What follows belongs to an exercise in optimizing a design on an open flow for small area, a short achievable clock period and few clock cycles; a production flow would make more cautious choices. Function was checked by simulation only, so behaviour that the tests miss may differ from the original.

==> v10 <==
// postfix_stack_evaluator_core
module postfix_stack_evaluator_core #(
  parameter int STACK_DEPTH = pse_pkg::STACK_DEPTH_DEF
) (
  input  logic                          clk,
  input  logic                          rst,
  input  logic                          s_tvalid,
  output logic                          s_tready,
  input  logic [pse_pkg::S_DATA_W-1:0]  s_tdata,    
  input  logic                          s_tlast,    
  output logic                          m_tvalid,
  input  logic                          m_tready,
  output logic [pse_pkg::M_DATA_W-1:0]  m_tdata,    
  output logic                          m_tlast     
);
clock: 7.0 ns
lec_check: 0
cap_margin: 20
core_margin: 2
core_utilization: 65
cts_buf_list: sky130_fd_sc_hd__clkbuf_8
setup_slack_margin: 2.5
slew_margin: 20
synth_memory_max_bits: 8192
run.sh (not shown) runs the stock make flow with config.mk's settings and CLKGATE_MAP_FILE= SYNTH_SCRIPT=/design/flow/synth_recipe.tcl, a recipe that flattens the netlist after the stock synthesis.
==> v30: changes against v10 <==
==> flow/config.mk (replaced) <==
export PLATFORM = sky130hd
export DESIGN_NAME = postfix_stack_evaluator_core
export DESIGN_NICKNAME = postfix_stack_evaluator_core
export VERILOG_FILES = /design/flow/design.v
export SDC_FILE = /design/flow/constraint.sdc
export NUM_CORES = 4
export LEC_CHECK = 0
export CAP_MARGIN = 20
export CORE_MARGIN = 2
export CORE_UTILIZATION = 55
export CTS_BUF_LIST = sky130_fd_sc_hd__clkbuf_8
export SETUP_SLACK_MARGIN = 2.0
export SLEW_MARGIN = 20
export SYNTH_MEMORY_MAX_BITS = 8192
==> v21: changes against v10 <==
--- a/flow/design.v
+++ b/flow/design.v
@@ -3500,15 +3500,15 @@
     end
   end
   logic [39:0] r8_w;
   logic [40:0] r8_t [1:7];
   logic [7:1]  r8_g;
   logic [7:0]  r8_sel;
   logic [36:0] r8_r;
-  logic [2:0]  r8_d, r8_dm;
+  logic [2:0]  r8_d;
   logic [39:0] r8_m [1:7];
   assign r8_m[1] = {3'b000, d_b1, 5'd0};
   assign r8_m[2] = {2'b00, d_b1, 6'd0};
   assign r8_m[3] = {1'b0, d_b3, 5'd0};
   assign r8_m[4] = {1'b0, d_b1, 7'd0};
   assign r8_m[5] = {d_b5, 5'd0};
   assign r8_m[6] = {d_b3, 6'd0};
@@ -3524,33 +3524,30 @@
       r8_sel[j] = r8_g[j] && !r8_g[j+1];
     end
     r8_sel[7] = r8_g[7];
     r8_r = {37{r8_sel[0]}} & r8_w[36:0];
     for (int j = 1; j <= 7; j++) begin
       r8_r = r8_r | ({37{r8_sel[j]}} & r8_t[j][36:0]);
     end
-    r8_d[0]  = r8_sel[1] || r8_sel[3] || r8_sel[5] || r8_sel[7];
-    r8_d[1]  = r8_sel[2] || r8_sel[3] || r8_sel[6] || r8_sel[7];
-    r8_d[2]  = r8_sel[4] || r8_sel[5] || r8_sel[6] || r8_sel[7];
-    r8_dm[0] = r8_sel[2] || r8_sel[4] || r8_sel[6];
-    r8_dm[1] = r8_sel[3] || r8_sel[4] || r8_sel[7];
-    r8_dm[2] = r8_sel[5] || r8_sel[6] || r8_sel[7];
+    r8_d[2] = r8_g[4];
+    r8_d[1] = (r8_g[2] && !r8_g[4]) || r8_g[6];
+    r8_d[0] = (r8_g[1] && !r8_g[2]) || (r8_g[3] && !r8_g[4]) || (r8_g[5] && !r8_g[6]) || r8_g[7];
   end
   logic [31:0] q_n, qm_n;
   logic [31:0] div_res, div_sat;
   assign q_n     = {d_q[28:0], r8_d};
-  assign qm_n    = r8_g[1] ? {d_q[28:0], r8_dm} : {d_qm[28:0], 3'b111};
+  assign qm_n    = r8_g[1] ? {d_q[28:0], r8_d - 3'd1} : {d_qm[28:0], 3'b111};
   assign div_res = d_neg ? ~qm_n : q_n;
   assign div_sat = d_sat ? (d_neg ? SAT_MIN : SAT_MAX) : 32'd0;
   always_ff @(posedge clk) begin
-    d_a  <= abs_nos;
-    d_b  <= abs_tos;
-    lz_a <= lz32(abs_nos);
-    lz_b <= lz32(abs_tos);
     if (xs == X_RUN) begin
+      d_a   <= abs_nos;
+      d_b   <= abs_tos;
+      lz_a  <= lz32(abs_nos);
+      lz_b  <= lz32(abs_tos);
       d_neg <= nos[31] ^ tos[31];
     end
     case (xs)
       X_DNORM: begin
         d_sat   <= (d_a[31:15] >= d_b[16:0]) && (d_b[31:17] == '0);
         d_first <= 1'b1;
         case (k_sh)
==> flow/config.mk (replaced) <==
export PLATFORM = sky130hd
export DESIGN_NAME = postfix_stack_evaluator_core
export DESIGN_NICKNAME = postfix_stack_evaluator_core
export VERILOG_FILES = /design/flow/design.v
export SDC_FILE = /design/flow/constraint.sdc
export NUM_CORES = 4
export LEC_CHECK = 0
export CAP_MARGIN = 20
export CORE_MARGIN = 2
export CORE_UTILIZATION = 55
export SETUP_SLACK_MARGIN = 2.0
export SLEW_MARGIN = 20
export SYNTH_MEMORY_MAX_BITS = 8192
==> flow_metrics.py <==
metrics = {
    "run_status": {
        "status": "timing/DRC/antenna clean",
    },
    "hold_path": {
        "min-delay-start": "rp[5]",
    },
    "detailed_routing": {
        "drt_iter0_drc": 16700,
    },
    "setup_path": {
        "crit_end": "ms[28]",
    },
}
(the above is from v30)
==> flow_metrics.py <==
metrics = {
    "synthesis": {
        "synth-compound-area-share": 0.0697,
    },
    "run_status": {
        "status": "timing/DRC/antenna clean",
    },
    "hold_path": {
        "min_to": "d_r[4]",
        "min-delay-start": "d_r[1]",
    },
    "setup_path": {
        "crit_end": "hd[7]",
        "cp_slowest_cell": "or4_1",
    },
    "detailed_routing": {
        "drt_iter0_drc": 17600,
    },
}
(the above is from v21)
==> flow_metrics.py <==
metrics = {
    "timing": {
        "slew_viol_final": 11,
    },
    "flow_run": {
        "cap_violations": 1,
    },
    "run_status": {
        "status": "finished with violations",
        "failed_checks": "capacitance limit, slew limit",
    },
}
(the above is from v10)
Testbench counts of v10, summed over its fixed seeds: cycles 19,624.
Testbench counts of v30, summed over its fixed seeds: cycles 19,624.
Testbench counts of v21, summed over its fixed seeds: cycles 19,624.

-- separate check: timing with driven ports --
Ports are ideal in the flow. The routed layouts listed here were re-timed in OpenROAD. Step 1, drivers: a clkbuf_16 drives clk and a buf_2 each remaining input, both assumed. Step 2 moves the port delays by t, midway between the first and last clock arrival at a register: inputs arrive t later, outputs are due t later. That takes back most of the time a late clock gives input paths. Slacks: no drivers / after step 1 / after step 2; pairs: no drivers / after step 1.
run | t (ns) | setup WS [ns] | worst hold slack (ns) | worst setup path after step 2 | worst data-port slew with drivers (ns)
v10 | 1.369 | 1.995 / 1.995 / 1.576 | 0.460 / 0.460 / 0.460 | input to register | 0.05
v30 | 1.324 | 1.965 / 1.965 / 1.293 | 0.531 / 0.531 / 0.531 | input to register | 0.05
v21 | 1.116 | 1.961 / 1.961 / 1.229 | 0.539 / 0.539 / 0.539 | input to register | 0.04
For v21, which loses most, drivers alone change the setup slack by 0.000 ns; drivers and shift together by -0.732 ns.
